Context: an optimization exercise on an open-source flow, tuned for small area, a short achievable clock period and few clock cycles per item. The choices shown serve that exercise and are no tape-out recipe. In this exercise RTL edits were held to simulation tests only and were not proved equivalent to the original. Power and IR drop assume default switching activity.

<file path="flow/flow/run.sh">
#!/bin/bash
# Standard ORFS layout (the standard.sh: standard synthesis, floorplan,
# power grid, placement, CTS, routing), with two changes to how it is made:
# the port buffers are buf_2 cells, and the resizer's timing repair aims for
# extra setup slack so that it sizes the critical paths. The SDC (clock
# period, I/O delays, loads) is the design's, unchanged.
set -euo pipefail
bash standard.sh \
  SETUP_SLACK_MARGIN=13.3 \
  "BUFFER_PORTS_ARGS=-buffer_cell sky130_fd_sc_hd__buf_2" \
  finish > make_finish.log 2>&1
</file>
<file path="flow/standard.sh">
#!/bin/bash
# synth_recipe.tcl (not shown) runs the flow's synth.tcl, then flattens the netlist and writes it again
# the make line also repeats each setting of config.mk as NAME=value (left out here)
make -C /OpenROAD-flow-scripts/flow DESIGN_CONFIG=/design/flow/config.mk WORK_HOME=/design/flow/orfs CLKGATE_MAP_FILE= SYNTH_SCRIPT=/design/flow/synth_recipe.tcl "${@:-finish}"
</file>
<file path="flow/config.mk">
export PLATFORM = sky130hd
export DESIGN_NAME = key_expansion_engine
export DESIGN_NICKNAME = key_expansion_engine
export VERILOG_FILES = /design/flow/design.v
export SDC_FILE = /design/flow/constraint.sdc
export NUM_CORES = 4
export LEC_CHECK = 0
export ABC_AREA = 1
export CAP_MARGIN = 20
export CORE_MARGIN = 2
export CORE_UTILIZATION = 40
export SLEW_MARGIN = 20
export TNS_END_PERCENT = 0
</file>
<file path="flow/constraint.sdc">
create_clock -name core_clock -period 18.0 [get_ports {clk}]
set_input_delay 3.6000 -clock core_clock [delete_from_list [all_inputs] [get_ports {clk}]]
set_output_delay 3.6000 -clock core_clock [all_outputs]
set_load 0.01 [all_outputs]
</file>
<file path="flow/design.v">
module key_expansion_engine (
    input  logic         clk,
    input  logic         rst,
    input  logic [127:0] key_in,
    input  logic         key_valid,
    output logic         key_ready,
    input  logic         abort,
    output logic [31:0]  rk_word,
    output logic [5:0]   rk_index,
    output logic [3:0]   rk_round,
    output logic         rk_valid,
    input  logic         rk_ready,
    output logic         rk_last,
    output logic         busy
);
    logic [31:0] s0, s1, s2, s3;
    logic [5:0]  idx;
    logic [3:0]  ph;        
    logic        busy_q;    
    logic        valid_q;   
    logic        ready_q;   
    logic        last_q;
    function automatic logic [7:0] sbox(input logic [7:0] a);
        logic U0, U1, U2, U3, U4, U5, U6, U7;
        logic T1, T2, T3, T4, T5, T6, T7, T8, T9, T10, T11, T12;
        logic T13, T14, T15, T16, T17, T18, T19, T20, T21, T22, T23, T24;
        logic T25, T26, T27;
        logic M1, M2, M3, M4, M5, M6, M7, M8, M9, M10, M11, M12;
        logic M13, M14, M15, M16, M17, M18, M19, M20, M21, M22, M23, M24;
        logic M25, M26, M27, M28, M29, M30, M31, M32, M33, M34, M35, M36;
        logic M37, M38, M39, M40, M41, M42, M43, M44, M45, M46, M47, M48;
        logic M49, M50, M51, M52, M53, M54, M55, M56, M57, M58, M59, M60;
        logic M61, M62, M63;
        logic L0, L1, L2, L3, L4, L5, L6, L7, L8, L9, L10, L11;
        logic L12, L13, L14, L15, L16, L17, L18, L19, L20, L21, L22, L23;
        logic L24, L25, L26, L27, L28, L29;
        logic S0, S1, S2, S3, S4, S5, S6, S7;
        {U0, U1, U2, U3, U4, U5, U6, U7} = a;
        T1 = U0 ^ U3;
        T2 = U0 ^ U5;
        T3 = U0 ^ U6;
        T4 = U3 ^ U5;
        T5 = U4 ^ U6;
        T6 = T1 ^ T5;
        T7 = U1 ^ U2;
        T8 = U7 ^ T6;
        T9 = U7 ^ T7;
        T10 = T6 ^ T7;
        T11 = U1 ^ U5;
        T12 = U2 ^ U5;
        T13 = T3 ^ T4;
        T14 = T6 ^ T11;
        T15 = T5 ^ T11;
        T16 = T5 ^ T12;
        T17 = T9 ^ T16;
        T18 = U3 ^ U7;
        T19 = T7 ^ T18;
        T20 = T1 ^ T19;
        T21 = U6 ^ U7;
        T22 = T7 ^ T21;
        T23 = T2 ^ T22;
        T24 = T2 ^ T10;
        T25 = T20 ^ T17;
        T26 = T3 ^ T16;
        T27 = T1 ^ T12;
        M1 = T13 & T6;
        M2 = T23 & T8;
        M3 = T14 ^ M1;
        M4 = T19 & U7;
        M5 = M4 ^ M1;
        M6 = T3 & T16;
        M7 = T22 & T9;
        M8 = T26 ^ M6;
        M9 = T20 & T17;
        M10 = M9 ^ M6;
        M11 = T1 & T15;
        M12 = T4 & T27;
        M13 = M12 ^ M11;
        M14 = T2 & T10;
        M15 = M14 ^ M11;
        M16 = M3 ^ M2;
        M17 = M5 ^ T24;
        M18 = M8 ^ M7;
        M19 = M10 ^ M15;
        M20 = M16 ^ M13;
        M21 = M17 ^ M15;
        M22 = M18 ^ M13;
        M23 = M19 ^ T25;
        M24 = M22 ^ M23;
        M25 = M22 & M20;
        M26 = M21 ^ M25;
        M27 = M20 ^ M21;
        M28 = M23 ^ M25;
        M29 = M28 & M27;
        M30 = M26 & M24;
        M31 = M20 & M23;
        M32 = M27 & M31;
        M33 = M27 ^ M25;
        M34 = M21 & M22;
        M35 = M24 & M34;
        M36 = M24 ^ M25;
        M37 = M21 ^ M29;
        M38 = M32 ^ M33;
        M39 = M23 ^ M30;
        M40 = M35 ^ M36;
        M41 = M38 ^ M40;
        M42 = M37 ^ M39;
        M43 = M37 ^ M38;
        M44 = M39 ^ M40;
        M45 = M42 ^ M41;
        M46 = M44 & T6;
        M47 = M40 & T8;
        M48 = M39 & U7;
        M49 = M43 & T16;
        M50 = M38 & T9;
        M51 = M37 & T17;
        M52 = M42 & T15;
        M53 = M45 & T27;
        M54 = M41 & T10;
        M55 = M44 & T13;
        M56 = M40 & T23;
        M57 = M39 & T19;
        M58 = M43 & T3;
        M59 = M38 & T22;
        M60 = M37 & T20;
        M61 = M42 & T1;
        M62 = M45 & T4;
        M63 = M41 & T2;
        L0 = M61 ^ M62;
        L1 = M50 ^ M56;
        L2 = M46 ^ M48;
        L3 = M47 ^ M55;
        L4 = M54 ^ M58;
        L5 = M49 ^ M61;
        L6 = M62 ^ L5;
        L7 = M46 ^ L3;
        L8 = M51 ^ M59;
        L9 = M52 ^ M53;
        L10 = M53 ^ L4;
        L11 = M60 ^ L2;
        L12 = M48 ^ M51;
        L13 = M50 ^ L0;
        L14 = M52 ^ M61;
        L15 = M55 ^ L1;
        L16 = M56 ^ L0;
        L17 = M57 ^ L1;
        L18 = M58 ^ L8;
        L19 = M63 ^ L4;
        L20 = L0 ^ L1;
        L21 = L1 ^ L7;
        L22 = L3 ^ L12;
        L23 = L18 ^ L2;
        L24 = L15 ^ L9;
        L25 = L6 ^ L10;
        L26 = L7 ^ L9;
        L27 = L8 ^ L10;
        L28 = L11 ^ L14;
        L29 = L11 ^ L17;
        S0 = L6 ^ L24;
        S1 = ~(L16 ^ L26);
        S2 = ~(L19 ^ L28);
        S3 = L6 ^ L21;
        S4 = L20 ^ L22;
        S5 = L25 ^ L29;
        S6 = ~(L13 ^ L27);
        S7 = ~(L6 ^ L23);
        sbox = {S0, S1, S2, S3, S4, S5, S6, S7};
    endfunction
    function automatic logic [7:0] rcon_of(input logic [3:0] r);
        case (r)
            4'd0:    rcon_of = 8'h01;
            4'd1:    rcon_of = 8'h02;
            4'd2:    rcon_of = 8'h04;
            4'd3:    rcon_of = 8'h08;
            4'd4:    rcon_of = 8'h10;
            4'd5:    rcon_of = 8'h20;
            4'd6:    rcon_of = 8'h40;
            4'd7:    rcon_of = 8'h80;
            4'd8:    rcon_of = 8'h1b;
            default: rcon_of = 8'h36;
        endcase
    endfunction
    logic [7:0]  sb_in, sb;
    logic [31:0] p1, p2, p3;
    always_comb begin
        sb_in = ({8{ph[0]}} & s3[23:16])
              | ({8{ph[1]}} & s2[15:8])
              | ({8{ph[2]}} & s1[7:0])
              | ({8{ph[3]}} & s0[31:24]);
        sb = sbox(sb_in);
    end
    assign p1 = s1 ^ s2;
    assign p2 = p1 ^ s3;
    assign p3 = p2 ^ s0;
    always_ff @(posedge clk) begin
        if (!busy_q) begin
            s0 <= key_in[127:96];
            s1 <= key_in[95:64];
            s2 <= key_in[63:32];
            s3 <= key_in[31:0];
        end else if (rk_ready) begin
            if (ph[3]) begin
                s0 <= s1 ^ {24'h0, sb};
                s1 <= p1 ^ {24'h0, sb};
                s2 <= p2 ^ {24'h0, sb};
                s3 <= p3 ^ {24'h0, sb};
            end else begin
                s0 <= s1;
                s1 <= ph[2] ? s2 ^ {16'h0, sb, 8'h0} : s2;
                s2 <= ph[1] ? s3 ^ {8'h0, sb, 16'h0} : s3;
                s3 <= ph[0] ? s0 ^ {sb ^ rcon_of(idx[5:2]), 24'h0} : s0;
            end
        end
    end
    always_ff @(posedge clk) begin
        if (rst || abort) begin
            busy_q  <= 1'b0;
            valid_q <= 1'b0;
            ready_q <= 1'b1;
            idx     <= 6'd0;
            ph      <= 4'b0001;
            last_q  <= 1'b0;
        end else if (!busy_q) begin
            busy_q  <= key_valid;
            valid_q <= key_valid;
            ready_q <= !key_valid;
            idx     <= 6'd0;
            ph      <= 4'b0001;
            last_q  <= 1'b0;
        end else if (rk_ready) begin
            if (last_q) begin
                busy_q  <= 1'b0;
                valid_q <= 1'b0;
                ready_q <= 1'b1;
            end
            idx    <= idx + 6'd1;
            ph     <= {ph[2:0], ph[3]};
            last_q <= (idx == 6'd42);
        end
    end
    assign key_ready = ready_q;
    assign busy      = valid_q;
    assign rk_valid  = valid_q;
    assign rk_word   = s0;
    assign rk_index  = idx;
    assign rk_round  = idx[5:2];
    assign rk_last   = last_q;
endmodule
</file>
==> PnR_summary.wiki, run 1 <==
{| class="wikitable"
! Metric !! Value
|-
| Vertical extent of the die || 169 um
|-
| Post-route DRC violation count || 0
|-
| Share of final-layout standard cells stronger than drive strength 1 || 26.9%
|-
| Post-detail-place hpwl || 23700 um
|-
| Areal power density over the cells || 178 mW/mm2
|-
| Maximum number of pins on one net before global-route repair || 129
|-
| Layout Skew || 0.0174 ns
|-
| Row cnt || 60
|-
| WHS Path Cells || 2
|-
| Flip-flop and latch count after synthesis || 150
|-
| Die ar. || 0.0286 mm2
|-
| Hold slack || 0.466 ns
|-
| Pleak || 6.18 nW
|-
| Post-Syn Area || 0.0109 mm2
|-
| Worst Reg2Reg Path Length in Cells || 33
|-
| Critical Setup Path Class || reg -> out
|-
| Total of endpoints with negative setup slack in the final report || 0
|-
| Max clock buf depth || 2
|-
| Worst rel slew slack || 30.4%
|-
| Area added between synthesis and finish || 21.1%
|-
| Max Clock Freq || 0.209 GHz
|-
| Total core area || 0.0269 mm2
|-
| Number of violations reported at the end of detailed-routing iteration 0 || 999
|-
| Clock Sink Count || 150
|-
| Number of synthesis warnings || 1
|-
| Clock latency reported for the late side of the worst-skew pair || 0.43 ns
|-
| Type of element launching the critical path || flop
|-
| Final period demand of the worst path || 4.79 ns
|-
| Fin crit share || 26.6%
|-
| Number of diodes || 0
|-
| Die X-Extent || 169 um
|-
| IO Port Bufs || 178
|-
| Data required time at the worst endpoint || 14.40 ns
|-
| CP most frequent cell || sky130_fd_sc_hd__buf_6
|-
| First-pass GRT wire length || 51200 um
|-
| Starting utilization of the core area || 40.6%
|-
| Number of maximum-capacitance constraint violations || 0
|-
| Syn_area_per_cell || 7.38 um2
|-
| Drt total wl || 33300 um
|-
| Type of the tightest min-delay check || reg -> reg
|-
| Number of unique standard cell types used by synthesis || 40
|-
| Sort of element at the end of the critical path || output port
|-
| Final cell count without fillers || 2011
|-
| Critical Path Slowest Stage Cell || sky130_fd_sc_hd__edfxtp_1
|-
| Clock H-tree levels || 4
|-
| Antenna Nets Post-Route || 0
|-
| Placed Cells incl. Taps || 1946
|-
| Total via count after detailed routing || 10.3k
|-
| Worst Path Arrival || 1.19 ns
|-
| Final weighted congestion in routability-driven placement || 0.898
|-
| Clock transition at the registers of the reported paths || 0.07 ns
|-
| Part of the Yosys area used for sequential elements || 39.3%
|-
| Detailed-router iteration count before antenna repair || 5
|-
| Average via count per standard cell || 5.13
|-
| Vias in the first global route || 9481
|-
| Number of antenna violations at the first check in global routing || 0
|-
| Setup Total Neg Slack || 0 ns
|-
| Synthesized instance count || 1477
|-
| Unrepaired setup endpoints after global routing || yes
|-
| Routed WL per cell || 16.6 um
|-
| TritonCTS clock tree || done
|-
| Layout net count || 1794
|-
| Total grt overflow || 0
|-
| Pins over their slew limit || 0
|-
| Net count after synthesis || 1614
|-
| Status || no timing/DRC/antenna violations
|-
| Transition time of the tightest slew-check pin || 1.04 ns
|-
| Critical path cell sequence || buf_6, buf_6
|-
| Top fanout value on the critical path || 4
|-
| Number of endpoints with negative hold slack in the final report || 0
|-
| I/O Pins || 179
|-
| Slowest stage delay, CP || 0.48 ns
|-
| Number of buffers created by CTS || 17
|-
| Global router's overall resource usage || 22.9%
|-
| Peak supply drop || 0.110 mV
|-
| Root buf cell || sky130_fd_sc_hd__clkbuf_16
|}
==> stage by stage <==
step                      power (W)  utilization [%]  cell area, um2  setup slack, ns
after CTS                   0.00218             47.4           12700            13.27
after global routing        0.00251             49.1           13200            13.16
after global placement      0.00179             44.7           12000            12.50
final                       0.00234             49.1           13200            13.21
after detailed placement    0.00181             44.7           12000            12.39
after floorplan             0.00146                -           11000            13.19
==> final cells by class <==
type,instances,area (um2)
fill,2710,13700
multi-input combinational,1151,6240
sequential,150,4300
timing repair buffer,215,1200
inverter,122,473
clock buffer,18,429
tap,341,427
clock inverter,14,119
==> cell usage in the layout, fill, tap and decap left out, types with 3 or more instances in the layout <==
cell / n
sky130_fd_sc_hd__nor2_4: 13
sky130_fd_sc_hd__buf_6: 3
sky130_fd_sc_hd__a21oi_1: 91
sky130_fd_sc_hd__nand3_2: 17
sky130_fd_sc_hd__nand2_8: 3
sky130_fd_sc_hd__inv_6: 4
sky130_fd_sc_hd__nand3b_1: 7
sky130_fd_sc_hd__nand2_1: 505
sky130_fd_sc_hd__xnor2_1: 31
sky130_fd_sc_hd__or2_2: 18
sky130_fd_sc_hd__a31oi_1: 12
sky130_fd_sc_hd__edfxtp_1: 128
sky130_fd_sc_hd__inv_8: 3
sky130_fd_sc_hd__buf_4: 34
sky130_fd_sc_hd__clkinv_4: 4
sky130_fd_sc_hd__inv_4: 4
sky130_fd_sc_hd__nand2_4: 23
sky130_fd_sc_hd__or2_1: 10
sky130_fd_sc_hd__o21ai_1: 13
sky130_fd_sc_hd__o21ai_0: 39
sky130_fd_sc_hd__dfxtp_4: 5
sky130_fd_sc_hd__nand2_2: 70
sky130_fd_sc_hd__xor2_4: 3
sky130_fd_sc_hd__nand4_1: 11
sky130_fd_sc_hd__clkbuf_16: 17
sky130_fd_sc_hd__nand3_4: 3
sky130_fd_sc_hd__inv_1: 94
sky130_fd_sc_hd__o22ai_1: 4
sky130_fd_sc_hd__nor2_1: 75
sky130_fd_sc_hd__dfxtp_1: 17
sky130_fd_sc_hd__inv_2: 23
sky130_fd_sc_hd__xor2_1: 59
sky130_fd_sc_hd__xor2_2: 7
sky130_fd_sc_hd__nor2_2: 6
sky130_fd_sc_hd__nand3_1: 115
sky130_fd_sc_hd__buf_2: 177
==> what timing repair did <==
item                                   4_1_cts  5_1_grt
setup endpoints to repair                   64      199
setup buffers                               12       21
endpoints found under the hold margin        0        0
hold buffers                                 0        0
pin swaps                                    1       16
gates resized for setup                     18       61
==> worst paths after layout <==
| kind | startpoint | to | slack (ns) |
|---|---|---|---|
| hold reg to reg | ready_q | ready_q | 0.47 |
| setup reg to reg | ph[1] | s2[1] | 13.51 |
| setup / recovery | s0[25] | rk_word[25] | 13.21 |
| hold / removal | ready_q | ready_q | 0.47 |
==> cells by family after synthesis <==
| group | share of synthesized area (%) |
|---|---|
| simple gates | 37.2 |
| buf+inv | 6.60 |
| compound gates | 7.62 |
| flops | 39.3 |
| xor+xnor | 8.84 |
| fa+ha+maj | 0.459 |
==> flip-flops by register name (all words and copies together) (netlist names), named ones only <==
signal   count
ph           4
s3          32
last_q       1
s0          32
ready_q      1
busy_q       1
s2          32
valid_q      1
s1          32
idx          6
==> layer usage <==
metal	global-route usage [%]	up-vias	wire, um
met3	2.78	34	1810
met1	32.7	4812	15100
met4	6.21	0	677
met5	0	-	0
li1	-	5125	-
met2	36.8	338	15800
==> synth_stat cells, drive strengths merged <==
master | n | area [um2]
a21oi | 91 | 455
xor2 | 69 | 649
o22ai | 4 | 25.0
or2 | 29 | 181
and3 | 1 | 6.26
buf | 23 | 140
ha | 4 | 50.1
o211ai | 1 | 7.51
a21boi | 1 | 7.51
nor3 | 2 | 10.0
nand3b | 7 | 52.6
nand2 | 601 | 2550
clkbuf | 31 | 116
dfxtp | 22 | 440
nand3 | 135 | 733
o21ai | 52 | 260
nor2 | 96 | 445
edfxtp | 128 | 3840
a31oi | 12 | 75.1
nand4 | 11 | 68.8
xnor2 | 35 | 314
inv | 122 | 463
==> power breakdown <==
part	switching (W)	total [W]	internal (W)
sequential	0.0000297	0.000446	0.000416
combinational	0.00104	0.00156	0.000514
clock	0.000162	0.000342	0.000181
==> critical path, delay by kind of cell, from the launching register on <==
family / cells / cell delay [ns]
DFF: 1 / 0.48
buffers and inverters: 2 / 0.28
Testbench counts, summed over its fixed seeds: cycles 5,760, keys 128.
==> run 2, diff against run 1 <==
==> flow/run.sh (new file) <==
#!/bin/bash
# synth_recipe.tcl (not shown) runs the flow's synth.tcl, then flattens the netlist and writes it again
# the make line also repeats each setting of config.mk as NAME=value (left out here)
make -C /OpenROAD-flow-scripts/flow DESIGN_CONFIG=/design/flow/config.mk WORK_HOME=/design/flow/orfs CLKGATE_MAP_FILE= SYNTH_SCRIPT=/design/flow/synth_recipe.tcl finish
--- a/flow/config.mk
+++ b/flow/config.mk
@@ -12,2 +12 @@
 export SLEW_MARGIN = 20
-export TNS_END_PERCENT = 0
removed: flow/flow/run.sh
removed: flow/standard.sh
==> PnR_summary.wiki, run 2 <==
{| class="wikitable"
! Metric !! Value
|-
| Average via count per standard cell || 5.04
|-
| Setup Total Neg Slack || 0 ns
|-
| Slowest stage delay, CP || 0.68 ns
|-
| Fraction of synthesis flops using an asynchronous set or reset pin || 0%
|-
| Clock transition at the registers of the reported paths || 0.07 ns
|-
| Final period demand of the worst path || 5.76 ns
|-
| Clock H-tree levels || 4
|-
| Number of endpoints with negative hold slack in the final report || 0
|-
| Post-detail-place hpwl || 23300 um
|-
| Drt total wl || 31700 um
|-
| Part of the Yosys area used for sequential elements || 39.3%
|-
| Final cell count without fillers || 1979
|-
| Die X-Extent || 169 um
|-
| Hold Path Origin || ready_q
|-
| Detailed-router iteration count before antenna repair || 5
|-
| Root buf cell || sky130_fd_sc_hd__clkbuf_16
|-
| Critical Path Slowest Stage Cell || sky130_fd_sc_hd__clkdlybuf4s50_1
|-
| Most common cell after layout, fill and taps aside || sky130_fd_sc_hd__nand2_1
|-
| Leading area contributor after synthesis || sky130_fd_sc_hd__edfxtp_1
|-
| Status || no timing/DRC/antenna violations
|-
| Number of enable-type register cells in the synthesized netlist || 128
|-
| TritonCTS clock tree || done
|-
| Number of gates resized after CTS || 0
|-
| Areal power density over the cells || 163 mW/mm2
|-
| Fraction of power consumed by sequential logic || 20.2%
|-
| Layout net count || 1762
|-
| Top library cells by usage in the layout, fill and taps aside || 524 x sky130_fd_sc_hd__nand2_1, 178 x sky130_fd_sc_hd__clkdlybuf4s50_1, 128 x sky130_fd_sc_hd__edfxtp_1
|-
| Leading cell types by count after synthesis || 525 x sky130_fd_sc_hd__nand2_1, 128 x sky130_fd_sc_hd__edfxtp_1, 125 x sky130_fd_sc_hd__nand3_1
|-
| Length of routed met2 wiring || 14900 um
|-
| Vertical extent of the die || 169 um
|-
| Max clock buf depth || 2
|-
| Unrepaired setup endpoints after global routing || no
|-
| Starting utilization of the core area || 40.6%
|-
| First-pass GRT wire length || 49300 um
|-
| Clock Sink Count || 150
|-
| Antenna Nets Post-Route || 0
|-
| Critical path cell sequence || clkdlybuf4s50_1, inv_1, nand2_8, buf_4
|-
| Sw Ratio || 52.5%
|-
| Synthesized instance count || 1477
|-
| Leading cell type by number of instances after synthesis || sky130_fd_sc_hd__nand2_1
|-
| Pins over their slew limit || 0
|-
| Die ar. || 0.0286 mm2
|-
| Total grt overflow || 0
|-
| Max Clock Freq || 0.174 GHz
|-
| Cell types occupying the most area after synthesis || sky130_fd_sc_hd__edfxtp_1 35%, sky130_fd_sc_hd__nand2_1 18%, sky130_fd_sc_hd__nand3_1 5.7%, sky130_fd_sc_hd__xor2_1 5.1%, sky130_fd_sc_hd__a21oi_1 4.2%
|-
| Area share of the leading cell type in the synthesized netlist || 35.3%
|-
| Data required time at the worst endpoint || 18.05 ns
|-
| Post-Syn Area || 0.0109 mm2
|-
| Critical Setup Path Class || in -> reg
|-
| Routed WL per cell || 16.0 um
|-
| Vias in the first global route || 9163
|-
| Global router's overall resource usage || 22.0%
|-
| Post-route DRC violation count || 0
|-
| Share of final-layout standard cells stronger than drive strength 1 || 11.6%
|-
| Sort of element at the end of the critical path || flop
|-
| Maximum number of pins on one net before global-route repair || 93
|-
| Worst Setup SP || rk_ready
|-
| Total core area || 0.0269 mm2
|-
| Area added between synthesis and finish || 23.6%
|-
| Top fanout value on the critical path || 79
|-
| Final weighted congestion in routability-driven placement || 0.877
|-
| Type of element launching the critical path || primary input
|-
| Total of endpoints with negative setup slack in the final report || 0
|-
| I/O Pins || 179
|-
| Transition time of the tightest slew-check pin || 1.06 ns
|-
| Number of buffers created by CTS || 17
|-
| Gate power share || 64.0%
|-
| Flip-flop and latch count after synthesis || 150
|-
| Internal power || 0.00105 W
|-
| Number of synthesis warnings || 1
|-
| Syn_area_per_cell || 7.38 um2
|-
| IO Port Bufs || 178
|-
| Buffers inserted by post-CTS timing repair || 0
|-
| Power spent charging and discharging nets || 0.00116 W
|-
| Hold slack || 0.472 ns
|-
| Layout Skew || 0.0140 ns
|-
| Top layer in use || met4
|-
| Length of routed wiring on met1 || 14700 um
|-
| Net count after synthesis || 1614
|-
| Number of antenna violations at the first check in global routing || 0
|-
| Worst rel slew slack || 29.5%
|-
| Number of unique standard cell types used by synthesis || 40
|-
| Fin crit share || 32.0%
|-
| Placed Cells incl. Taps || 1947
|-
| Row cnt || 60
|-
| Pleak || 5.90 nW
|-
| Clock network fraction of total power || 15.7%
|-
| CTS Hold Bufs || 0
|-
| Peak supply drop || 0.120 mV
|-
| Ys flop type || sky130_fd_sc_hd__edfxtp_1
|-
| Type of the tightest min-delay check || reg -> reg
|-
| Number of maximum-capacitance constraint violations || 0
|-
| Detailed-routed wire length on met3 || 1590 um
|-
| Worst Path Arrival || 5.81 ns
|-
| Total via count after detailed routing || 9970
|-
| Number of violations reported at the end of detailed-routing iteration 0 || 815
|-
| Number of diodes || 0
|-
| Clock latency reported for the late side of the worst-skew pair || 0.42 ns
|-
| Critical register-to-register path startpoint || ph[3]
|}
==> run 2: logic make-up after synthesis <==
group,Yosys count,synth area share [%]
fa+ha+maj,4,0.459
flops,150,39.3
simple gates,882,37.2
buf+inv,176,6.60
xor+xnor,104,8.84
compound gates,161,7.62
==> run 2: final cells by class <==
type | count | area (um2)
Fill cell | 2679 | 13400
Multi-Input combinational cell | 1151 | 5910
Sequential cell | 150 | 4290
Timing Repair Buffer | 183 | 1820
Inverter | 122 | 465
Clock buffer | 18 | 429
Tap cell | 341 | 427
Clock inverter | 14 | 126
==> run 2: metrics by stage <==
step	power, W	setup slack, ns	util [%]	cell area, um2
final	0.00220	12.24	50.1	13500
after global routing	0.00239	11.87	50.1	13500
after CTS	0.00221	11.88	50.1	13500
after detailed placement	0.00185	11.43	48.0	12900
after global placement	0.00183	11.47	48.0	12900
after floorplan	0.00146	10.64	-	10900
==> run 2: worst max-delay path: cells and delay by family <==
kind / cells / cell delay [ns]
AND/OR/NAND/NOR: 1 / 0.52
buffers and inverters: 3 / 1.63
==> run 2: routing by layer <==
layer	up-vias	track usage, %
li1	5068	-
met5	-	0
met3	24	3.13
met2	265	35.6
met1	4613	30.9
met4	0	6.09
==> run 2: power groups by stage <==
stage                     registers, W  clock network, W  logic, W
after CTS                     0.000446          0.000351   0.00141
after floorplan               0.000448                 0   0.00102
after global routing          0.000450          0.000365   0.00157
after detailed placement      0.000453                 0   0.00140
after global placement        0.000452                 0   0.00137
final                         0.000446          0.000346   0.00141
==> run 2: path summary, 6_finish.rpt <==
path	cells after the start	slack, ns	to
setup / recovery	4	12.24	s1[17]
hold / removal	2	0.47	ready_q
hold reg to reg	2	0.47	ready_q
setup reg to reg	32	12.45	s2[5]
==> run 3, diff against run 2 <==
==> flow/flow/run.sh (new file) <==
#!/bin/bash
# Standard ORFS layout (the standard.sh, standard synthesis), with two
# changes to how it is made: the port buffers are buf_2 cells, and the
# resizer's timing repair aims for extra setup slack so that it sizes the
# critical paths (the constraints and clock period are the design's).
set -euo pipefail
MARGIN=${MARGIN:-13}
bash standard.sh \
  SETUP_SLACK_MARGIN=$MARGIN \
  TNS_END_PERCENT=100 \
  "BUFFER_PORTS_ARGS=-buffer_cell sky130_fd_sc_hd__buf_2" \
  finish > make_finish.log 2>&1
==> flow/standard.sh (new file) <==
#!/bin/bash
# synth_recipe.tcl (not shown) runs the flow's synth.tcl, then flattens the netlist and writes it again
# the make line also repeats each setting of config.mk as NAME=value (left out here)
make -C /OpenROAD-flow-scripts/flow DESIGN_CONFIG=/design/flow/config.mk WORK_HOME=/design/flow/orfs CLKGATE_MAP_FILE= SYNTH_SCRIPT=/design/flow/synth_recipe.tcl "${@:-finish}"
removed: flow/run.sh
==> PnR_summary.wiki, run 3 <==
{| class="wikitable"
! Metric !! Value
|-
| Register Area || 0.00430 mm2
|-
| IO Port Bufs || 178
|-
| Detailed-router iteration count before antenna repair || 5
|-
| Number of antenna violations at the first check in global routing || 0
|-
| Leading area contributor after synthesis || sky130_fd_sc_hd__edfxtp_1
|-
| Top library cells by usage in the layout, fill and taps aside || 516 x sky130_fd_sc_hd__nand2_1, 178 x sky130_fd_sc_hd__buf_2, 128 x sky130_fd_sc_hd__edfxtp_1
|-
| Post-layout total power || 0.00226 W
|-
| Critical Setup Path Class || in -> reg
|-
| Type of the tightest min-delay check || reg -> reg
|-
| Placed Cells incl. Taps || 1946
|-
| Post-route DRC violation count || 0
|-
| Peak supply drop || 0.134 mV
|-
| Most common cell after layout, fill and taps aside || sky130_fd_sc_hd__nand2_1
|-
| Transition time of the tightest slew-check pin || 1.05 ns
|-
| Total of endpoints with negative setup slack in the final report || 0
|-
| Pins over their slew limit || 0
|-
| Sort of element at the end of the critical path || flop
|-
| Internal power || 0.00109 W
|-
| Number of enable-type register cells in the synthesized netlist || 128
|-
| Clock Sink Count || 150
|-
| Final cell count without fillers || 1988
|-
| Number of buffers created by CTS || 17
|-
| Syn_area_per_cell || 7.38 um2
|-
| Setup Total Neg Slack || 0 ns
|-
| Vias in the first global route || 9310
|-
| Pleak || 6.07 nW
|-
| Clock transition at the registers of the reported paths || 0.07 ns
|-
| Average via count per standard cell || 5.10
|-
| Leading cell types by count after synthesis || 525 x sky130_fd_sc_hd__nand2_1, 128 x sky130_fd_sc_hd__edfxtp_1, 125 x sky130_fd_sc_hd__nand3_1
|-
| Cell types occupying the most area after synthesis || sky130_fd_sc_hd__edfxtp_1 35%, sky130_fd_sc_hd__nand2_1 18%, sky130_fd_sc_hd__nand3_1 5.7%, sky130_fd_sc_hd__xor2_1 5.1%, sky130_fd_sc_hd__a21oi_1 4.2%
|-
| Antenna Nets Post-Route || 0
|-
| Maximum number of pins on one net before global-route repair || 129
|-
| Max Clock Freq || 0.203 GHz
|-
| Net count after synthesis || 1614
|-
| Layout Skew || 0.0142 ns
|-
| Areal power density over the cells || 175 mW/mm2
|-
| Worst Path Arrival || 4.84 ns
|-
| Final weighted congestion in routability-driven placement || 0.890
|-
| Leading cell type by number of instances after synthesis || sky130_fd_sc_hd__nand2_1
|-
| Number of violations reported at the end of detailed-routing iteration 0 || 914
|-
| Area taken by multi-input logic gates || 0.00606 mm2
|-
| Vertical extent of the die || 169 um
|-
| Layout net count || 1771
|-
| Sw Ratio || 51.8%
|-
| Power spent charging and discharging nets || 0.00117 W
|-
| Number of endpoints with negative hold slack in the final report || 0
|-
| Part of the Yosys area used for sequential elements || 39.3%
|-
| Total via count after detailed routing || 10.1k
|-
| Ys flop type || sky130_fd_sc_hd__edfxtp_1
|-
| Max clock buf depth || 2
|-
| Starting utilization of the core area || 40.6%
|-
| Root buf cell || sky130_fd_sc_hd__clkbuf_16
|-
| Die X-Extent || 169 um
|-
| Area added between synthesis and finish || 18.7%
|-
| Row cnt || 60
|-
| Number of synthesis warnings || 1
|-
| Number of unique standard cell types used by synthesis || 40
|-
| Number of maximum-capacitance constraint violations || 0
|-
| Type of element launching the critical path || primary input
|-
| I/O Pins || 179
|-
| Status || no timing/DRC/antenna violations
|-
| Post-Syn Area || 0.0109 mm2
|-
| Total grt overflow || 0
|-
| Routed WL per cell || 16.5 um
|-
| Worst rel slew slack || 30.2%
|-
| Top fanout value on the critical path || 128
|-
| Post-detail-place hpwl || 23600 um
|-
| Share of final-layout standard cells stronger than drive strength 1 || 24.3%
|-
| Unrepaired setup endpoints after global routing || yes
|-
| Global router's overall resource usage || 22.7%
|-
| Synthesized instance count || 1477
|-
| Area share of the leading cell type in the synthesized netlist || 35.3%
|-
| Gate power share || 63.4%
|-
| Fraction of power consumed by sequential logic || 19.8%
|-
| Die ar. || 0.0286 mm2
|-
| Data required time at the worst endpoint || 17.91 ns
|-
| Number of diodes || 0
|-
| Drt total wl || 32800 um
|-
| Clock latency reported for the late side of the worst-skew pair || 0.43 ns
|-
| Total core area || 0.0269 mm2
|-
| Fraction of synthesis flops using an asynchronous set or reset pin || 0%
|-
| Filler cell count in the final layout || 2725
|-
| Final core utilization || 48.1%
|-
| TritonCTS clock tree || done
|-
| Final period demand of the worst path || 4.93 ns
|-
| Clock network fraction of total power || 16.8%
|-
| Flip-flop and latch count after synthesis || 150
|-
| Clock H-tree levels || 4
|-
| First-pass GRT wire length || 50300 um
|-
| Fin crit share || 27.4%
|}
## run 3: cell counts after synthesis
Identical to the previous run, type by type.
## run 3: final cells by class
type / count / area share (%)
inverter: 122 / 3.62
sequential: 150 / 33.3
clock buffer: 19 / 3.42
timing repair buffer: 192 / 8.21
clock inverter: 13 / 1.34
multi-input combinational: 1151 / 46.8
tap: 341 / 3.30
## run 3: worst paths after layout
| path | depth (start not counted) | end | start | slack, ns |
|---|---|---|---|---|
| hold / removal | 2 | ready_q | ready_q | 0.45 |
| setup reg to reg | 39 | s3[30] | ph[3] | 13.31 |
| setup / recovery | 3 | s1[6] | rk_ready | 13.07 |
| hold reg to reg | 2 | ready_q | ready_q | 0.45 |
## run 3: worst max-delay path: stages
cell	delay (ns)
sky130_fd_sc_hd__buf_2	0.17
sky130_fd_sc_hd__inv_1	0.34
sky130_fd_sc_hd__nand2_8	0.57
## run 3: per-stage QoR
step	setup WS (ns)	hold slack (ns)	cell area, um2
after floorplan	13.04	0.474	10900
after global placement	12.09	0.437	12000
after detailed placement	12.00	0.440	12000
after CTS	13.01	0.455	12700
after global routing	12.97	0.502	12900
final	13.07	0.450	12900
## run 3: logic make-up after synthesis
kind of cell,Yosys count,share of synthesized area [%]
AND/OR/NAND/NOR,882,37.2
buffers and inverters,176,6.60
AO/OA/AOI/OAI,161,7.62
flip-flops,150,39.3
XOR/XNOR,104,8.84
adder cells (fa/ha/maj),4,0.459
## run 3: what timing repair did
| item | 4_1_cts | 5_1_grt |
|---|---|---|
| setup endpoints to repair | 56 | 92 |
| hold endpoints to repair | 0 | 0 |
| hold buffers | 0 | 0 |
| gates resized for setup | 12 | 30 |
| pin swaps | 0 | 3 |
| cloned | 1 | 1 |
| buffers inserted | 3 | 5 |
## run 3: per-layer routing
metal  track usage, %  vias to the layer above  part of all wire (%)
li1                 -                     5084                     -
met1             31.6                     4742                    46
met2             36.5                      281                    47
met3             3.53                       29                   5.5
met4             6.61                        0                   1.4
met5                0                        -                     0
## run 3: power by group through the flow
stage	Clock, W	Sequential (W)	Combinational (W)
2_1_floorplan	0	0.000447	0.00102
3_3_place_gp	0	0.000455	0.00133
3_5_place_dp	0	0.000455	0.00135
4_1_cts	0.000382	0.000448	0.00136
5_1_grt	0.000397	0.000452	0.00159
6_report	0.000381	0.000448	0.00144
==> run 4, diff against run 3 <==
--- a/flow/design.v
+++ b/flow/design.v
@@ -169,17 +169,7 @@
     function automatic logic [7:0] rcon_of(input logic [3:0] r);
-        case (r)
-            4'd0:    rcon_of = 8'h01;
-            4'd1:    rcon_of = 8'h02;
-            4'd2:    rcon_of = 8'h04;
-            4'd3:    rcon_of = 8'h08;
-            4'd4:    rcon_of = 8'h10;
-            4'd5:    rcon_of = 8'h20;
-            4'd6:    rcon_of = 8'h40;
-            4'd7:    rcon_of = 8'h80;
-            4'd8:    rcon_of = 8'h1b;
-            default: rcon_of = 8'h36;
-        endcase
+        if (r[3]) rcon_of = r[0] ? 8'h36 : 8'h1b;
+        else      rcon_of = 8'h01 << r[2:0];
     endfunction
     logic [7:0]  sb_in, sb;
-    logic [31:0] p1, p2, p3;
+    logic [31:0] f;
     always_comb begin
@@ -191,5 +181,6 @@
     end
-    assign p1 = s1 ^ s2;
-    assign p2 = p1 ^ s3;
-    assign p3 = p2 ^ s0;
+    assign f = {{8{ph[0]}} & (sb ^ rcon_of(idx[5:2])),
+                {8{ph[1]}} & sb,
+                {8{ph[2]}} & sb,
+                {8{ph[3]}} & sb};
     always_ff @(posedge clk) begin
@@ -201,13 +192,6 @@
         end else if (rk_ready) begin
-            if (ph[3]) begin
-                s0 <= s1 ^ {24'h0, sb};
-                s1 <= p1 ^ {24'h0, sb};
-                s2 <= p2 ^ {24'h0, sb};
-                s3 <= p3 ^ {24'h0, sb};
-            end else begin
-                s0 <= s1;
-                s1 <= ph[2] ? s2 ^ {16'h0, sb, 8'h0} : s2;
-                s2 <= ph[1] ? s3 ^ {8'h0, sb, 16'h0} : s3;
-                s3 <= ph[0] ? s0 ^ {sb ^ rcon_of(idx[5:2]), 24'h0} : s0;
-            end
+            s0 <= s1 ^ {24'h0, f[7:0]};
+            s1 <= s2 ^ {16'h0, f[15:0]};
+            s2 <= s3 ^ {8'h0, f[23:0]};
+            s3 <= s0 ^ ({32{!ph[0]}} & s3) ^ f;
         end
==> flow/flow/run.sh (replaced) <==
#!/bin/bash
# Standard ORFS layout (the standard.sh: standard synthesis, floorplan,
# power grid, placement, CTS, routing), with two changes to how it is made:
# the port buffers are buf_1 cells (the resizer upsizes them where timing
# needs it), and the resizer's timing repair aims for extra setup slack so
# that it sizes the critical paths. The SDC (clock period, I/O delays, loads)
# is the design's, unchanged.
set -euo pipefail
bash standard.sh \
  SETUP_SLACK_MARGIN=13.5 \
  "BUFFER_PORTS_ARGS=-buffer_cell sky130_fd_sc_hd__buf_1" \
  finish > make_finish.log 2>&1
--- a/flow/config.mk
+++ b/flow/config.mk
@@ -11,2 +11,4 @@
 export CORE_UTILIZATION = 40
+export CTS_BUF_LIST = sky130_fd_sc_hd__clkbuf_8
 export SLEW_MARGIN = 20
+export TNS_END_PERCENT = 0
==> PnR_summary.wiki, run 4 <==
{| class="wikitable"
! Metric !! Value
|-
| Clock H-tree levels || 4
|-
| Vertical extent of the die || 160 um
|-
| Worst rel slew slack || 38.4%
|-
| Layout Skew || 0.0275 ns
|-
| Hold Path Origin || ready_q
|-
| Number of violations reported at the end of detailed-routing iteration 0 || 752
|-
| Total grt overflow || 0
|-
| Global router's overall resource usage || 21.5%
|-
| Post-layout total power || 0.00215 W
|-
| Ys flop type || sky130_fd_sc_hd__edfxtp_1
|-
| Row cnt || 57
|-
| Area added between synthesis and finish || 20.5%
|-
| Layout net count || 1629
|-
| Crit path depth || 1
|-
| Top fanout value on the critical path || 3
|-
| Number of buffers created by CTS || 17
|-
| Leading area contributor after synthesis || sky130_fd_sc_hd__edfxtp_1
|-
| Number of synthesis warnings || 1
|-
| Drt total wl || 28600 um
|-
| Type of the tightest min-delay check || reg -> reg
|-
| Detailed-router iteration count before antenna repair || 5
|-
| Die ar. || 0.0257 mm2
|-
| Peak supply drop || 0.147 mV
|-
| Leading cell type by number of instances after synthesis || sky130_fd_sc_hd__nand2_1
|-
| First-pass GRT wire length || 43400 um
|-
| Number of diodes || 0
|-
| Setup Total Neg Slack || 0 ns
|-
| Cell family contributing the most delay on the critical path || flip-flops
|-
| Status || no timing/DRC/antenna violations
|-
| Critical path buffers and inverters || 1
|-
| Total via count after detailed routing || 9046
|-
| CTS Hold Bufs || 0
|-
| Type of element launching the critical path || flop
|-
| Total of endpoints with negative setup slack in the final report || 0
|-
| TritonCTS clock tree || done
|-
| Routed WL per cell || 15.6 um
|-
| IO Port Bufs || 178
|-
| I/O Pins || 179
|-
| Part of the Yosys area used for sequential elements || 42.1%
|-
| Vias in the first global route || 8149
|-
| GRT met1 Usage || 31.7%
|-
| Average via count per standard cell || 4.95
|-
| Met3 global-route usage || 3.15%
|-
| Maximum number of pins on one net before global-route repair || 88
|-
| Max Clock Freq || 0.212 GHz
|-
| Antenna Nets Post-Route || 0
|-
| Area share of the leading cell type in the synthesized netlist || 39.3%
|-
| Number of enable-type register cells in the synthesized netlist || 128
|-
| Areal power density over the cells || 182 mW/mm2
|-
| Fraction of synthesis flops using an asynchronous set or reset pin || 0%
|-
| Post-route DRC violation count || 0
|-
| Unrepaired setup endpoints after global routing || yes
|-
| GR Util met2 || 32.8%
|-
| Number of unique standard cell types used by synthesis || 39
|-
| Final period demand of the worst path || 4.73 ns
|-
| Transition time of the tightest slew-check pin || 0.925 ns
|-
| Total core area || 0.0242 mm2
|-
| Clock Sink Count || 142
|-
| Critical Path Slowest Stage Cell || sky130_fd_sc_hd__edfxtp_1
|-
| Sort of element at the end of the critical path || output port
|-
| Worst Path Arrival || 1.13 ns
|-
| Root buf cell || sky130_fd_sc_hd__clkbuf_8
|-
| Post-detail-place hpwl || 19500 um
|-
| Critical path cell sequence || buf_1
|-
| Slowest stage delay, CP || 0.45 ns
|-
| Die X-Extent || 160 um
|-
| Syn_area_per_cell || 7.45 um2
|-
| Share of final-layout standard cells stronger than drive strength 1 || 14.8%
|-
| GRT busiest layer || met2
|-
| Number of antenna violations at the first check in global routing || 0
|-
| Flip-flop and latch count after synthesis || 142
|-
| Number of endpoints with negative hold slack in the final report || 0
|-
| Clock transition at the registers of the reported paths || 0.08 ns
|-
| Critical Setup Path Class || reg -> out
|-
| Data required time at the worst endpoint || 14.40 ns
|-
| Starting utilization of the core area || 40.5%
|-
| Fin crit share || 26.3%
|-
| Synthesized instance count || 1314
|-
| Top library cells by usage in the layout, fill and taps aside || 579 x sky130_fd_sc_hd__nand2_1, 177 x sky130_fd_sc_hd__buf_1, 128 x sky130_fd_sc_hd__edfxtp_1
|-
| Worst Reg2Reg Path Length in Cells || 31
|-
| Number of maximum-capacitance constraint violations || 0
|-
| Worst Setup SP || s0[25]
|-
| Clock latency reported for the late side of the worst-skew pair || 0.47 ns
|-
| Critical register-to-register path startpoint || ph[2]
|-
| Pins over their slew limit || 0
|-
| Net count after synthesis || 1451
|-
| Cell types occupying the most area after synthesis || sky130_fd_sc_hd__edfxtp_1 39%, sky130_fd_sc_hd__nand2_1 24%, sky130_fd_sc_hd__xor2_1 7.1%, sky130_fd_sc_hd__nand3_1 3.2%, sky130_fd_sc_hd__nand2_2 3.0%
|-
| WHS Path Cells || 2
|-
| Leading cell types by count after synthesis || 622 x sky130_fd_sc_hd__nand2_1, 128 x sky130_fd_sc_hd__edfxtp_1, 79 x sky130_fd_sc_hd__xor2_1
|-
| Most common cell after layout, fill and taps aside || sky130_fd_sc_hd__nand2_1
|-
| Pleak || 5.19 nW
|-
| Post-Syn Area || 0.00979 mm2
|-
| Max clock buf depth || 2
|-
| Final weighted congestion in routability-driven placement || 0.869
|}
run 4: cells by family after synthesis:
| logic type | after synthesis | share of synthesized area [%] |
|---|---|---|
| AO/OA/AOI/OAI | 82 | 4.63 |
| XOR/XNOR | 110 | 10.0 |
| adder cells (fa/ha/maj) | 4 | 0.511 |
| buffers and inverters | 132 | 5.59 |
| flip-flops | 142 | 42.1 |
| AND/OR/NAND/NOR | 844 | 37.1 |
run 4: worst paths after layout:
kind	to	slack (ns)
worst max register to register	s3[17]	13.52
worst max-delay path	rk_word[25]	13.27
worst min register to register	ready_q	0.49
worst min-delay path	ready_q	0.49
run 4: timing repair:
| item | CTS | global route |
|---|---|---|
| pin swaps | 3 | 29 |
| endpoints found under the setup margin | 254 | 255 |
| resized for setup | 23 | 91 |
| gates cloned | 4 | 1 |
| buffers inserted | 5 | 15 |
run 4: cell type report:
class                   count  area [um2]
multi-input cells        1043        5550
fillers                  2421       12400
clock inverters            15         170
flip-flops and latches    142        4150
clock buffers              17         234
well taps                 324         405
inverters                  83         325
repair buffers            205         956
run 4: layer usage:
layer  up-vias  wire, um
met2       304     12700
li1       4554         -
met4         0       672
met1      4159     13600
met5         -         0
met3        29      1660
run 4: power breakdown:
part	internal [W]	total, W	switching (W)
clock network	0.000136	0.000272	0.000135
registers	0.000398	0.000420	0.0000224
logic	0.000472	0.00146	0.000986
total	0.00101	0.00215	0.00114
run 4: stage by stage:
stage | instance area [um2] | setup WS (ns) | std cells | utilization, % | hold slack, ns
2_1_floorplan | 9800 | 13.34 | 1314 | - | 0.491
3_3_place_gp | 10700 | 12.51 | 1772 | 44.2 | 0.457
3_5_place_dp | 10700 | 12.48 | 1772 | 44.2 | 0.458
4_1_cts | 11300 | 13.27 | 1813 | 46.7 | 0.494
5_1_grt | 11800 | 13.17 | 1829 | 48.8 | 0.512
6_report | 11800 | 13.27 | 1829 | 48.8 | 0.487
Testbench counts of run 4, summed over its fixed seeds: cycles 5,760, keys 128.
==> run 5, diff against run 4 <==
--- a/flow/design.v
+++ b/flow/design.v
@@ -17,3 +17,2 @@
     logic [5:0]  idx;
-    logic [3:0]  ph;        
     logic        busy_q;    
@@ -172,11 +171,19 @@
     endfunction
-    logic [7:0]  sb_in, sb;
+    logic [3:0]  ph;        
+    logic [7:0]  sb_q, sb;
+    always_comb begin
+        ph = 4'b0000;
+        ph[idx[1:0]] = 1'b1;
+    end
     logic [31:0] f;
-    always_comb begin
-        sb_in = ({8{ph[0]}} & s3[23:16])
-              | ({8{ph[1]}} & s2[15:8])
-              | ({8{ph[2]}} & s1[7:0])
-              | ({8{ph[3]}} & s0[31:24]);
-        sb = sbox(sb_in);
-    end
+    always_ff @(posedge clk) begin
+        if (!busy_q)
+            sb_q <= key_in[23:16];
+        else if (rk_ready)
+            sb_q <= ({8{ph[0]}} & s3[15:8])
+                  | ({8{ph[1]}} & s2[7:0])
+                  | ({8{ph[2]}} & s1[31:24])
+                  | ({8{ph[3]}} & (s0[23:16] ^ s3[23:16]));
+    end
+    assign sb = sbox(sb_q);
     assign f = {{8{ph[0]}} & (sb ^ rcon_of(idx[5:2])),
@@ -204,3 +211,2 @@
             idx     <= 6'd0;
-            ph      <= 4'b0001;
             last_q  <= 1'b0;
@@ -211,3 +217,2 @@
             idx     <= 6'd0;
-            ph      <= 4'b0001;
             last_q  <= 1'b0;
@@ -220,3 +225,2 @@
             idx    <= idx + 6'd1;
-            ph     <= {ph[2:0], ph[3]};
             last_q <= (idx == 6'd42);
==> PnR_summary.wiki, run 5 <==
{| class="wikitable"
! Metric !! Value
|-
| Pins over their slew limit || 0
|-
| Total core area || 0.0243 mm2
|-
| Leading cell type by number of instances after synthesis || sky130_fd_sc_hd__nand2_1
|-
| Slowest stage delay, CP || 0.44 ns
|-
| Drt total wl || 27800 um
|-
| Sort of element at the end of the critical path || output port
|-
| Top fanout value on the critical path || 2
|-
| Critical Path Slowest Stage Cell || sky130_fd_sc_hd__edfxtp_1
|-
| Most common cell after layout, fill and taps aside || sky130_fd_sc_hd__nand2_1
|-
| Detailed-router iteration count before antenna repair || 5
|-
| Status || no timing/DRC/antenna violations
|-
| Flip-flop and latch count after synthesis || 146
|-
| Clock latency reported for the late side of the worst-skew pair || 0.47 ns
|-
| Number of endpoints with negative hold slack in the final report || 0
|-
| Post-route standard cell area excluding fillers || 0.0116 mm2
|-
| Hold Path Origin || ready_q
|-
| Layout Skew || 0.0162 ns
|-
| Area share of the leading cell type in the synthesized netlist || 41.2%
|-
| Die X-Extent || 162 um
|-
| Max Clock Freq || 0.215 GHz
|-
| Antenna Nets Post-Route || 0
|-
| Cell types occupying the most area after synthesis || sky130_fd_sc_hd__edfxtp_1 41%, sky130_fd_sc_hd__nand2_1 22%, sky130_fd_sc_hd__nand3_1 4.1%, sky130_fd_sc_hd__xnor2_1 3.6%, sky130_fd_sc_hd__inv_1 3.5%
|-
| Setup Total Neg Slack || 0 ns
|-
| Root buf cell || sky130_fd_sc_hd__clkbuf_8
|-
| Total of endpoints with negative setup slack in the final report || 0
|-
| Post-placement cell area || 0.0109 mm2
|-
| Top library cells by usage in the layout, fill and taps aside || 564 x sky130_fd_sc_hd__nand2_1, 176 x sky130_fd_sc_hd__buf_1, 136 x sky130_fd_sc_hd__edfxtp_1
|-
| Area added between synthesis and finish || 16.5%
|-
| Layout net count || 1646
|-
| Final weighted congestion in routability-driven placement || 0.899
|-
| Vias in the first global route || 8193
|-
| Maximum number of pins on one net before global-route repair || 99
|-
| Row cnt || 57
|-
| Critical register-to-register path endpoint || s2[12]
|-
| Peak supply drop || 0.117 mV
|-
| Number of antenna violations at the first check in global routing || 0
|-
| Filler cell count in the final layout || 2459
|-
| Routed WL per cell || 15.1 um
|-
| Share of final-layout standard cells stronger than drive strength 1 || 10.9%
|-
| Critical Setup Path Class || reg -> out
|-
| Worst Reg2Reg Path Length in Cells || 27
|-
| Final period demand of the worst path || 4.66 ns
|-
| Die ar. || 0.0261 mm2
|-
| Fin crit share || 25.9%
|-
| Worst rel slew slack || 37.1%
|-
| Max clock buf depth || 2
|-
| Post-Syn Area || 0.00992 mm2
|-
| Number of violations reported at the end of detailed-routing iteration 0 || 651
|-
| Post-placement worst setup slack || 12.34 ns
|-
| Critical path buffers and inverters || 1
|-
| Net count after synthesis || 1468
|-
| Type of element launching the critical path || flop
|-
| Areal power density over the cells || 167 mW/mm2
|-
| Transition time of the tightest slew-check pin || 0.943 ns
|-
| Worst Path Arrival || 1.06 ns
|-
| Average via count per standard cell || 4.91
|-
| Minimum setup slack in the final design || 13.34 ns
|-
| Syn_area_per_cell || 7.47 um2
|-
| Total grt overflow || 0
|-
| Clock transition at the registers of the reported paths || 0.10 ns
|-
| Synthesized instance count || 1328
|-
| Clock H-tree levels || 4
|-
| Post-route DRC violation count || 0
|-
| Number of enable-type register cells in the synthesized netlist || 136
|-
| Critical path cell sequence || buf_1
|-
| Leading cell types by count after synthesis || 571 x sky130_fd_sc_hd__nand2_1, 136 x sky130_fd_sc_hd__edfxtp_1, 93 x sky130_fd_sc_hd__inv_1
|-
| Global router's overall resource usage || 21.1%
|-
| Fraction of synthesis flops using an asynchronous set or reset pin || 0%
|-
| Critical register-to-register path startpoint || sb_q[6]
|-
| Number of buffers created by CTS || 17
|-
| First-pass GRT wire length || 42800 um
|-
| Starting utilization of the core area || 40.8%
|-
| Setup slack of the worst register-to-register path || 13.72 ns
|-
| I/O Pins || 179
|-
| CTS Hold Bufs || 0
|-
| Number of maximum-capacitance constraint violations || 0
|-
| Number of unique standard cell types used by synthesis || 37
|-
| Hold-critical path endpoint || ready_q
|-
| Data required time at the worst endpoint || 14.40 ns
|-
| Cell family contributing the most delay on the critical path || flip-flops
|-
| Number of diodes || 0
|-
| Part of the Yosys area used for sequential elements || 43.2%
|-
| Ys flop type || sky130_fd_sc_hd__edfxtp_1
|-
| Type of the tightest min-delay check || reg -> reg
|-
| TritonCTS clock tree || done
|-
| WHS Path Cells || 2
|-
| Leading area contributor after synthesis || sky130_fd_sc_hd__edfxtp_1
|-
| IO Port Bufs || 178
|-
| Clock Sink Count || 146
|-
| Number of synthesis warnings || 1
|-
| Vertical extent of the die || 162 um
|-
| Total via count after detailed routing || 9054
|-
| Unrepaired setup endpoints after global routing || yes
|-
| Post-detail-place hpwl || 20200 um
|-
| Pleak || 5.12 nW
|}
-- run 5: cell count changes after synthesis, sizes merged, moves of 6 or more --
cell,previous run,this run
nand2,676,602
nor2,56,79
edfxtp,128,136
inv,81,105
a21oi,10,20
nand3,66,88
a31oi,17,29
clkbuf,29,35
xor2,80,40
o21ai,53,59
xnor2,30,43
-- run 5: cell type report --
type | instances | area (um2) | share of cell area (%)
multi-input combinational | 1026 | 5170 | 44.7
sequential | 146 | 4300 | 37.2
timing repair buffer | 208 | 908 | 7.86
inverter | 107 | 413 | 3.57
tap | 324 | 405 | 3.51
clock buffer | 17 | 234 | 2.02
clock inverter | 15 | 124 | 1.07
-- run 5: how the worst max path moves through the flow --
| stage | depth (start not counted) | from | to | slack (ns) |
|---|---|---|---|---|
| floorplan | 3 | rk_ready | s0[0] | 13.31 |
| global placement | 4 | rk_ready | s0[23] | 12.36 |
| detailed placement | 4 | rk_ready | s0[23] | 12.34 |
| CTS | 1 | s0[4] | rk_word[4] | 13.31 |
| global route | 1 | s0[4] | rk_word[4] | 13.29 |
| finish | 1 | s0[4] | rk_word[4] | 13.34 |
-- run 5: cells by family after synthesis --
kind of cell	Yosys count	synth area share, %
xor+xnor	83	7.67
buf+inv	158	6.27
fa+ha+maj	7	0.883
compound gates	114	6.29
flops	146	43.2
simple gates	820	35.7
-- run 5: tightest hold or removal path, cell delays in order, from the launching register on --
cell and delay, ns:
sky130_fd_sc_hd__dfxtp_1 0.32, sky130_fd_sc_hd__nand2_1 0.06, sky130_fd_sc_hd__nand2_1 0.05
-- run 5: stage by stage --
| stage | total power (W) | cells | util (%) | hold WS [ns] |
|---|---|---|---|---|
| 4_1_cts | 0.00181 | 1826 | 46.5 | 0.472 |
| 3_3_place_gp | 0.00153 | 1785 | 44.6 | 0.444 |
| 6_report | 0.00193 | 1843 | 47.5 | 0.475 |
| 5_1_grt | 0.00209 | 1843 | 47.5 | 0.488 |
| 3_5_place_dp | 0.00155 | 1785 | 44.6 | 0.454 |
| 2_1_floorplan | 0.00128 | 1328 | - | 0.474 |
-- run 5: repair_timing --
item                       CTS  global route
buffers inserted             8            16
hold endpoints to repair     0             0
resized for setup           12            23
gates cloned                 1             1
pin swaps                    0             2
setup endpoints to repair  127           179
-- run 5: routing by layer --
layer	wire length, um	up-vias	global-route usage (%)
li1	-	4663	-
met1	13200	4121	30.4
met2	12700	250	33.7
met3	1520	20	3.03
met4	289	0	4.63
met5	0	-	0
-- run 5: report_power, final --
part | total, W | leakage (nW) | switching (W) | internal, W
Clock | 0.000252 | 0.178 | 0.000153 | 0.0000991
Sequential | 0.000434 | 1.52 | 0.0000223 | 0.000411
Combinational | 0.00125 | 3.42 | 0.000857 | 0.000390
Testbench counts of run 5, summed over its fixed seeds: cycles 5,760, keys 128.
==> run 6, diff against run 5 <==
--- a/flow/config.mk
+++ b/flow/config.mk
@@ -10,3 +10,3 @@
 export CORE_MARGIN = 2
-export CORE_UTILIZATION = 40
+export CORE_UTILIZATION = 65
 export CTS_BUF_LIST = sky130_fd_sc_hd__clkbuf_8
==> PnR_summary.wiki, run 6 <==
{| class="wikitable"
! Metric !! Value
|-
| Leading cell type by number of instances after synthesis || sky130_fd_sc_hd__nand2_1
|-
| Total via count after detailed routing || 9362
|-
| Clock latency reported for the late side of the worst-skew pair || 0.47 ns
|-
| Slowest stage delay, CP || 0.43 ns
|-
| Clock H-tree levels || 4
|-
| Layout Skew || 0.00866 ns
|-
| Area taken by multi-input logic gates || 0.00512 mm2
|-
| Critical Setup Path Class || reg -> out
|-
| TritonCTS clock tree || done
|-
| Peak supply drop || 0.157 mV
|-
| Transition time of the tightest slew-check pin || 1.10 ns
|-
| Leading area contributor after synthesis || sky130_fd_sc_hd__edfxtp_1
|-
| Top fanout value on the critical path || 6
|-
| Syn_area_per_cell || 7.47 um2
|-
| Number of diodes || 0
|-
| Row cnt || 45
|-
| Fraction of synthesis flops using an asynchronous set or reset pin || 0%
|-
| Unrepaired setup endpoints after global routing || yes
|-
| Critical Path Slowest Stage Cell || sky130_fd_sc_hd__dfxtp_1
|-
| Detailed-router iteration count before antenna repair || 5
|-
| Number of maximum-capacitance constraint violations || 0
|-
| Top library cells by usage in the layout, fill and taps aside || 566 x sky130_fd_sc_hd__nand2_1, 178 x sky130_fd_sc_hd__buf_1, 136 x sky130_fd_sc_hd__edfxtp_1
|-
| Most common cell after layout, fill and taps aside || sky130_fd_sc_hd__nand2_1
|-
| Ys flop type || sky130_fd_sc_hd__edfxtp_1
|-
| Synthesized instance count || 1328
|-
| Average via count per standard cell || 5.52
|-
| Number of buffers created by CTS || 17
|-
| Number of unique standard cell types used by synthesis || 37
|-
| Net count after synthesis || 1468
|-
| Number of antenna violations at the first check in global routing || 0
|-
| Total of endpoints with negative setup slack in the final report || 0
|-
| Post-layout total power || 0.00182 W
|-
| Filler cell count in the final layout || 1239
|-
| Clock Sink Count || 146
|-
| Critical path buffers and inverters || 1
|-
| Layout net count || 1635
|-
| Antenna Nets Post-Route || 0
|-
| Leading cell types by count after synthesis || 571 x sky130_fd_sc_hd__nand2_1, 136 x sky130_fd_sc_hd__edfxtp_1, 93 x sky130_fd_sc_hd__inv_1
|-
| CTS Hold Bufs || 0
|-
| Post-Syn Area || 0.00992 mm2
|-
| Worst Path Arrival || 1.07 ns
|-
| Drt total wl || 26200 um
|-
| Fin crit share || 26.0%
|-
| Status || no timing/DRC/antenna violations
|-
| Part of the Yosys area used for sequential elements || 43.2%
|-
| Final period demand of the worst path || 4.67 ns
|-
| Vertical extent of the die || 128 um
|-
| Starting utilization of the core area || 66.0%
|-
| Number of violations reported at the end of detailed-routing iteration 0 || 858
|-
| I/O Pins || 179
|-
| Sort of element at the end of the critical path || output port
|-
| Max clock buf depth || 2
|-
| Area share of the leading cell type in the synthesized netlist || 41.2%
|-
| First-pass GRT wire length || 40500 um
|-
| Hold slack || 0.466 ns
|-
| Routed WL per cell || 15.4 um
|-
| Total grt overflow || 0
|-
| Max Clock Freq || 0.214 GHz
|-
| Pins over their slew limit || 0
|-
| Total core area || 0.0150 mm2
|-
| Critical path cell sequence || buf_1
|-
| Flip-flop and latch count after synthesis || 146
|-
| Clock transition at the registers of the reported paths || 0.08 ns
|-
| Final weighted congestion in routability-driven placement || 0.945
|-
| Area added between synthesis and finish || 13.5%
|-
| Die ar. || 0.0163 mm2
|-
| Share of final-layout standard cells stronger than drive strength 1 || 9.48%
|-
| Setup Total Neg Slack || 0 ns
|-
| Pleak || 5.06 nW
|-
| Type of element launching the critical path || flop
|-
| Post-placement worst setup slack || 12.79 ns
|-
| Worst rel slew slack || 26.7%
|-
| Vias in the first global route || 8164
|-
| Cell types occupying the most area after synthesis || sky130_fd_sc_hd__edfxtp_1 41%, sky130_fd_sc_hd__nand2_1 22%, sky130_fd_sc_hd__nand3_1 4.1%, sky130_fd_sc_hd__xnor2_1 3.6%, sky130_fd_sc_hd__inv_1 3.5%
|-
| Die X-Extent || 128 um
|-
| Post-route DRC violation count || 0
|-
| Global router's overall resource usage || 32.3%
|-
| Post-detail-place hpwl || 18300 um
|-
| Maximum number of pins on one net before global-route repair || 115
|-
| Minimum setup slack in the final design || 13.33 ns
|-
| Number of synthesis warnings || 1
|-
| Register Area || 0.00429 mm2
|-
| Areal power density over the cells || 161 mW/mm2
|-
| Number of endpoints with negative hold slack in the final report || 0
|-
| Number of enable-type register cells in the synthesized netlist || 136
|-
| IO Port Bufs || 178
|-
| Root buf cell || sky130_fd_sc_hd__clkbuf_8
|-
| Cell family contributing the most delay on the critical path || flip-flops
|-
| Data required time at the worst endpoint || 14.40 ns
|-
| Type of the tightest min-delay check || reg -> reg
|}
-- run 6: repair_timing --
item / 4_1_cts / 5_1_grt
cloned: 1 / 0
gates resized for setup: 4 / 14
pin swaps: 1 / 1
setup endpoints to repair: 197 / 194
buffers inserted: 6 / 10
-- run 6: layout make-up --
cell class	count	area share (%)
timing repair buffer	198	7.26
sequential	146	38.1
tap	188	2.09
clock buffer	18	2.20
inverter	107	3.67
clock inverter	14	1.23
multi-input combinational	1025	45.4
-- run 6: kinds of logic after synthesis --
kind of cell / share of synthesized area [%]
simple gates: 35.7
flops: 43.2
compound gates: 6.29
xor+xnor: 7.67
fa+ha+maj: 0.883
buf+inv: 6.27
-- run 6: path summary, 6_finish.rpt --
kind	slack [ns]	start	cells past startpoint	end
setup / recovery	13.33	idx[1]	1	rk_index[1]
setup reg to reg	13.51	sb_q[5]	24	s1[4]
hold reg to reg	0.47	ready_q	2	ready_q
hold / removal	0.47	ready_q	2	ready_q
-- run 6: through the flow --
step | util [%] | cells | area (um2)
floorplan | - | 1328 | 9970
global placement | 71.0 | 1647 | 10700
detailed placement | 71.0 | 1647 | 10700
CTS | 73.9 | 1686 | 11100
global route | 74.9 | 1696 | 11300
finish | 74.9 | 1696 | 11300
-- run 6: report_power, final --
group	switching [W]	total (W)	internal (W)	leakage (nW)
Combinational	0.000787	0.00112	0.000336	3.34
Sequential	0.0000232	0.000435	0.000412	1.52
Clock	0.000134	0.000260	0.000126	0.200
-- run 6: metal layers --
| layer | part of all wire [%] | global-route usage [%] |
|---|---|---|
| met1 | 42 | 45.2 |
| met2 | 47 | 50.7 |
| met3 | 7.8 | 6.11 |
| met4 | 2.7 | 11.4 |
| met5 | 0 | 0 |

re-timing with driven ports:
The flow's constraints put no driver on any port. The routed layouts listed below were extracted and timed again, unchanged, in two steps.
Step 1 (the two cells are an assumption about what drives the block):
set clk [get_ports {clk}]
set_driving_cell -lib_cell sky130_fd_sc_hd__clkbuf_16 $clk
set_driving_cell -lib_cell sky130_fd_sc_hd__buf_2 [delete_from_list [all_inputs] $clk]
Step 2 moves the port delays by t, midway between the first and last clock arrival at a register: inputs arrive t later, outputs are due t later. That takes back most of the time a late clock gives input paths.
Three values: ideal, step 1, step 2; two values: the first two.
run | shift t [ns] | setup WS [ns] | latest minus earliest clock arrival (ns) | worst register clock-pin slew, ns | cell pins on the clock port's net
run 1 | 0.475 | 13.211 / 13.162 / 12.848 | 0.018 / 0.017 | 0.07 / 0.07 | 1
run 2 | 0.467 | 12.239 / 12.267 / 11.800 | 0.014 / 0.014 | 0.07 / 0.07 | 1
run 3 | 0.477 | 13.071 / 13.102 / 12.625 | 0.015 / 0.014 | 0.07 / 0.07 | 1
run 4 | 0.496 | 13.274 / 13.231 / 12.829 | 0.028 / 0.027 | 0.10 / 0.10 | 1
run 5 | 0.500 | 13.338 / 13.296 / 12.944 | 0.019 / 0.019 | 0.10 / 0.10 | 1
run 6 | 0.503 | 13.327 / 13.288 / 13.098 | 0.012 / 0.012 | 0.09 / 0.09 | 1
After both steps setup and hold are still met in every run listed. The setup slack of run 3, which loses most, moves by +0.031 ns with the drivers and by -0.446 ns with both steps.
